This is an optimization exercise on Yosys and OpenROAD, whose aim is small area, a short achievable clock period and few clock cycles per item, not a production implementation.
Where RTL was checked, it was by simulation tests only, not by an equivalence proof against the original.
No activity file was given, so power comes from the tool's default toggle rates.

==> module ordered_array_insert_erase, before the edit <==
module ordered_array_insert_erase #(
  parameter int unsigned CAPACITY   = 16,
  parameter int unsigned ELEM_WIDTH = 32
) (
  input  wire logic                                 clk_i,
  input  wire logic                                 rst_ni,
  input  wire logic                                 in_valid_i,
  output logic                                      in_stall_o,
  input  wire logic        [oaie_pkg::FUNC_W-1:0]   func_i,
  input  wire logic        [oaie_pkg::INDEX_W-1:0]  index_i,
  input  wire logic signed [oaie_pkg::VALUE_W-1:0]  value_i,
  output logic                                      out_valid_o,
  input  wire logic                                 out_stall_i,
  output logic signed      [oaie_pkg::VALUE_W-1:0]  read_value_o,
  output logic             [oaie_pkg::STATUS_W-1:0] status_o,
  output logic             [oaie_pkg::COUNT_W-1:0]  count_o,
  output logic                                      is_empty_o
);
  localparam int unsigned CW = oaie_pkg::COUNT_W;
  localparam int unsigned AW = $clog2(CAPACITY);
  logic [CW-1:0]         cnt_q;
  logic [ELEM_WIDTH-1:0] mem_q [CAPACITY];
  logic                  o_v_q;
  logic [31:0]           o_rv_q;
  logic [1:0]            o_st_q;
  logic [CW-1:0]         o_cnt_q;
  logic                  o_empty_q;
  logic                  s_v_q;
  logic [1:0]            s_st_q;
  logic                  s_rd_q;
  logic [AW-1:0]         s_idx_q;
  logic acc, full, empty, o_free;
  logic f_app, f_drop, f_ins, f_era, f_rd;
  logic idx_gt_n, idx_ge_n;
  assign in_stall_o = s_v_q;
  assign acc        = in_valid_i & ~s_v_q;
  assign o_free     = ~o_v_q | ~out_stall_i;
  assign f_app  = (func_i == oaie_pkg::FUNC_APPEND);
  assign f_drop = (func_i == oaie_pkg::FUNC_DROP);
  assign f_ins  = (func_i == oaie_pkg::FUNC_INSERT);
  assign f_era  = (func_i == oaie_pkg::FUNC_ERASE);
  assign f_rd   = (func_i == oaie_pkg::FUNC_READ);
  assign full     = cnt_q[CW-1];         
  assign empty    = (cnt_q == '0);
  assign idx_gt_n = (index_i > cnt_q);
  assign idx_ge_n = (index_i >= cnt_q);
  logic [1:0]    st_new;
  logic [CW-1:0] cnt_d;
  always_comb begin
    st_new = oaie_pkg::ST_OK;
    if (f_app && full)                st_new = oaie_pkg::ST_FULL;
    if (f_ins && idx_gt_n)            st_new = oaie_pkg::ST_RANGE;
    else if (f_ins && full)           st_new = oaie_pkg::ST_FULL;
    if ((f_era || f_rd) && idx_ge_n)  st_new = oaie_pkg::ST_RANGE;
  end
  always_comb begin
    cnt_d = cnt_q;
    if (acc) begin
      if ((f_app && !full) || (f_ins && !idx_gt_n && !full)) cnt_d = cnt_q + 1'b1;
      if ((f_drop && !empty) || (f_era && !idx_ge_n))        cnt_d = cnt_q - 1'b1;
    end
  end
  logic [CAPACITY-1:0] wr, up, dn, rsel;
  for (genvar k = 0; k < CAPACITY; k++) begin : g_cell
    localparam logic [ELEM_WIDTH-1:0] POL = {ELEM_WIDTH{k[0]}};
    logic at, above;
    assign at    = (index_i == CW'(k));
    assign above = (index_i <  CW'(k));
    assign wr[k] = acc & ~full & ((f_app & (cnt_q == CW'(k))) | (f_ins & at));
    assign up[k] = acc & ~full & f_ins & above;
    assign dn[k] = acc & f_era & (above | at);
    assign rsel[k] = s_v_q ? (s_rd_q & (s_idx_q == AW'(k)))
                           : (f_rd & at & (cnt_q > CW'(k)));
    logic [ELEM_WIDTH-1:0] src_l, src_r, nxt;
    if (k == 0) begin : g_first
      assign src_l = '0;
    end else begin : g_mid_l
      assign src_l = mem_q[k-1];
    end
    if (k == CAPACITY - 1) begin : g_last
      assign src_r = '0;
    end else begin : g_mid_r
      assign src_r = mem_q[k+1];
    end
    assign nxt = ~(({ELEM_WIDTH{wr[k]}} & ~(value_i ^ POL)) |
                   ({ELEM_WIDTH{up[k]}} & src_l) |
                   ({ELEM_WIDTH{dn[k]}} & src_r));
    always_ff @(posedge clk_i) begin
      if (wr[k] | up[k] | (dn[k] & (k < CAPACITY - 1))) begin
        mem_q[k] <= nxt;
      end
    end
  end
  logic [31:0] rv;
  always_comb begin
    rv = '0;
    for (int k = 0; k < CAPACITY; k++) begin
      rv = rv | ((mem_q[k] ^ {ELEM_WIDTH{k[0]}}) & {32{rsel[k]}});
    end
  end
  always_ff @(posedge clk_i or negedge rst_ni) begin
    if (!rst_ni) begin
      cnt_q <= '0;
      o_v_q <= 1'b0;
      s_v_q <= 1'b0;
    end else begin
      cnt_q <= cnt_d;
      if (o_free) begin
        o_v_q <= s_v_q | acc;
        s_v_q <= 1'b0;
      end else if (acc) begin
        s_v_q <= 1'b1;
      end
    end
  end
  always_ff @(posedge clk_i) begin
    if (o_free) begin
      o_rv_q    <= rv;
      o_st_q    <= s_v_q ? s_st_q : st_new;
      o_cnt_q   <= cnt_d;
      o_empty_q <= (cnt_d == '0);
    end
    if (!o_free && acc) begin
      s_st_q  <= st_new;
      s_rd_q  <= f_rd & ~idx_ge_n;
      s_idx_q <= index_i[AW-1:0];
    end
  end
  assign out_valid_o  = o_v_q;
  assign read_value_o = o_rv_q;
  assign status_o     = o_st_q;
  assign count_o      = o_cnt_q;
  assign is_empty_o   = o_empty_q;
endmodule
export LEC_CHECK = 0
export CAP_MARGIN = 20
export CORE_MARGIN = 2
export CORE_UTILIZATION = 40
export SLEW_MARGIN = 20
create_clock -name core_clock -period 5.0 [get_ports {clk_i}]
run.sh (not shown) runs the stock make flow with config.mk's settings and CLKGATE_MAP_FILE= SYNTH_SCRIPT=/design/flow/synth_recipe.tcl, a recipe that flattens the netlist after the stock synthesis.
The first run produced a clean layout.
Testbench counts at the start, summed over its fixed seeds: cycles 13,096, items 13,088.
Rerun with:
--- a/flow/design.v
+++ b/flow/design.v
@@ -87,46 +87,35 @@
       if ((f_app && !full) || (f_ins && !idx_gt_n && !full)) cnt_d = cnt_q + 1'b1;
       if ((f_drop && !empty) || (f_era && !idx_ge_n))        cnt_d = cnt_q - 1'b1;
     end
   end
   logic [CAPACITY-1:0] wr, up, dn, rsel;
   for (genvar k = 0; k < CAPACITY; k++) begin : g_cell
-    localparam logic [ELEM_WIDTH-1:0] POL = {ELEM_WIDTH{k[0]}};
     logic at, above;
     assign at    = (index_i == CW'(k));
     assign above = (index_i <  CW'(k));
     assign wr[k] = acc & ~full & ((f_app & (cnt_q == CW'(k))) | (f_ins & at));
     assign up[k] = acc & ~full & f_ins & above;
     assign dn[k] = acc & f_era & (above | at);
     assign rsel[k] = s_v_q ? (s_rd_q & (s_idx_q == AW'(k)))
                            : (f_rd & at & (cnt_q > CW'(k)));
-    logic [ELEM_WIDTH-1:0] src_l, src_r, nxt;
-    if (k == 0) begin : g_first
-      assign src_l = '0;
-    end else begin : g_mid_l
-      assign src_l = mem_q[k-1];
-    end
-    if (k == CAPACITY - 1) begin : g_last
-      assign src_r = '0;
-    end else begin : g_mid_r
-      assign src_r = mem_q[k+1];
-    end
-    assign nxt = ~(({ELEM_WIDTH{wr[k]}} & ~(value_i ^ POL)) |
-                   ({ELEM_WIDTH{up[k]}} & src_l) |
-                   ({ELEM_WIDTH{dn[k]}} & src_r));
     always_ff @(posedge clk_i) begin
-      if (wr[k] | up[k] | (dn[k] & (k < CAPACITY - 1))) begin
-        mem_q[k] <= nxt;
+      if (wr[k]) begin
+        mem_q[k] <= value_i;
+      end else if (up[k] && k > 0) begin
+        mem_q[k] <= mem_q[(k > 0) ? k - 1 : 0];
+      end else if (dn[k] && k < CAPACITY - 1) begin
+        mem_q[k] <= mem_q[(k < CAPACITY - 1) ? k + 1 : k];
       end
     end
   end
   logic [31:0] rv;
   always_comb begin
     rv = '0;
     for (int k = 0; k < CAPACITY; k++) begin
-      rv = rv | ((mem_q[k] ^ {ELEM_WIDTH{k[0]}}) & {32{rsel[k]}});
+      rv = rv | (mem_q[k] & {32{rsel[k]}});
     end
   end
   always_ff @(posedge clk_i or negedge rst_ni) begin
     if (!rst_ni) begin
       cnt_q <= '0;
       o_v_q <= 1'b0;
Effect:
- The changed run produced a clean layout
- core utilization is lower by 0.33 points
- routed wire length rose by a little under a tenth
- first-iteration DRC count goes down by well over a third
- synthesized area rose by about a fifth
- register-to-register slack gets worse by 0.04 ns
- power increases by a few percent
- final area grows by about a fifth
Function not checked in the second run of this note: the RTL went through the layout flow alone.

## what the ideal ports hide
No port has a modelled driver above. Below, the same layouts with a new extraction and two added sets of constraints.
Step 1 sets driving cells, clkbuf_16 on the clock port and buf_2 on the other inputs (assumed; they add their load-dependent delay and slew).
Step 2, shift: input delay + t, output delay - t, t = (earliest + latest rising clock arrival at the registers) / 2. This alone moves slack from input paths to output paths.
Slacks: no drivers / after step 1 / after step 2; pairs: no drivers / after step 1.
run | shift t [ns] | setup WS [ns] | worst data-port slew with drivers (ns)
the first run | 0.707 | 1.157 / 1.190 / 0.483 | 0.12
the second run | 0.681 | 1.008 / 1.040 / 0.359 | 0.11
After both steps setup and hold are still met in every run listed. The setup slack of the first run, which loses most, moves by +0.033 ns with the drivers and by -0.674 ns with both steps.
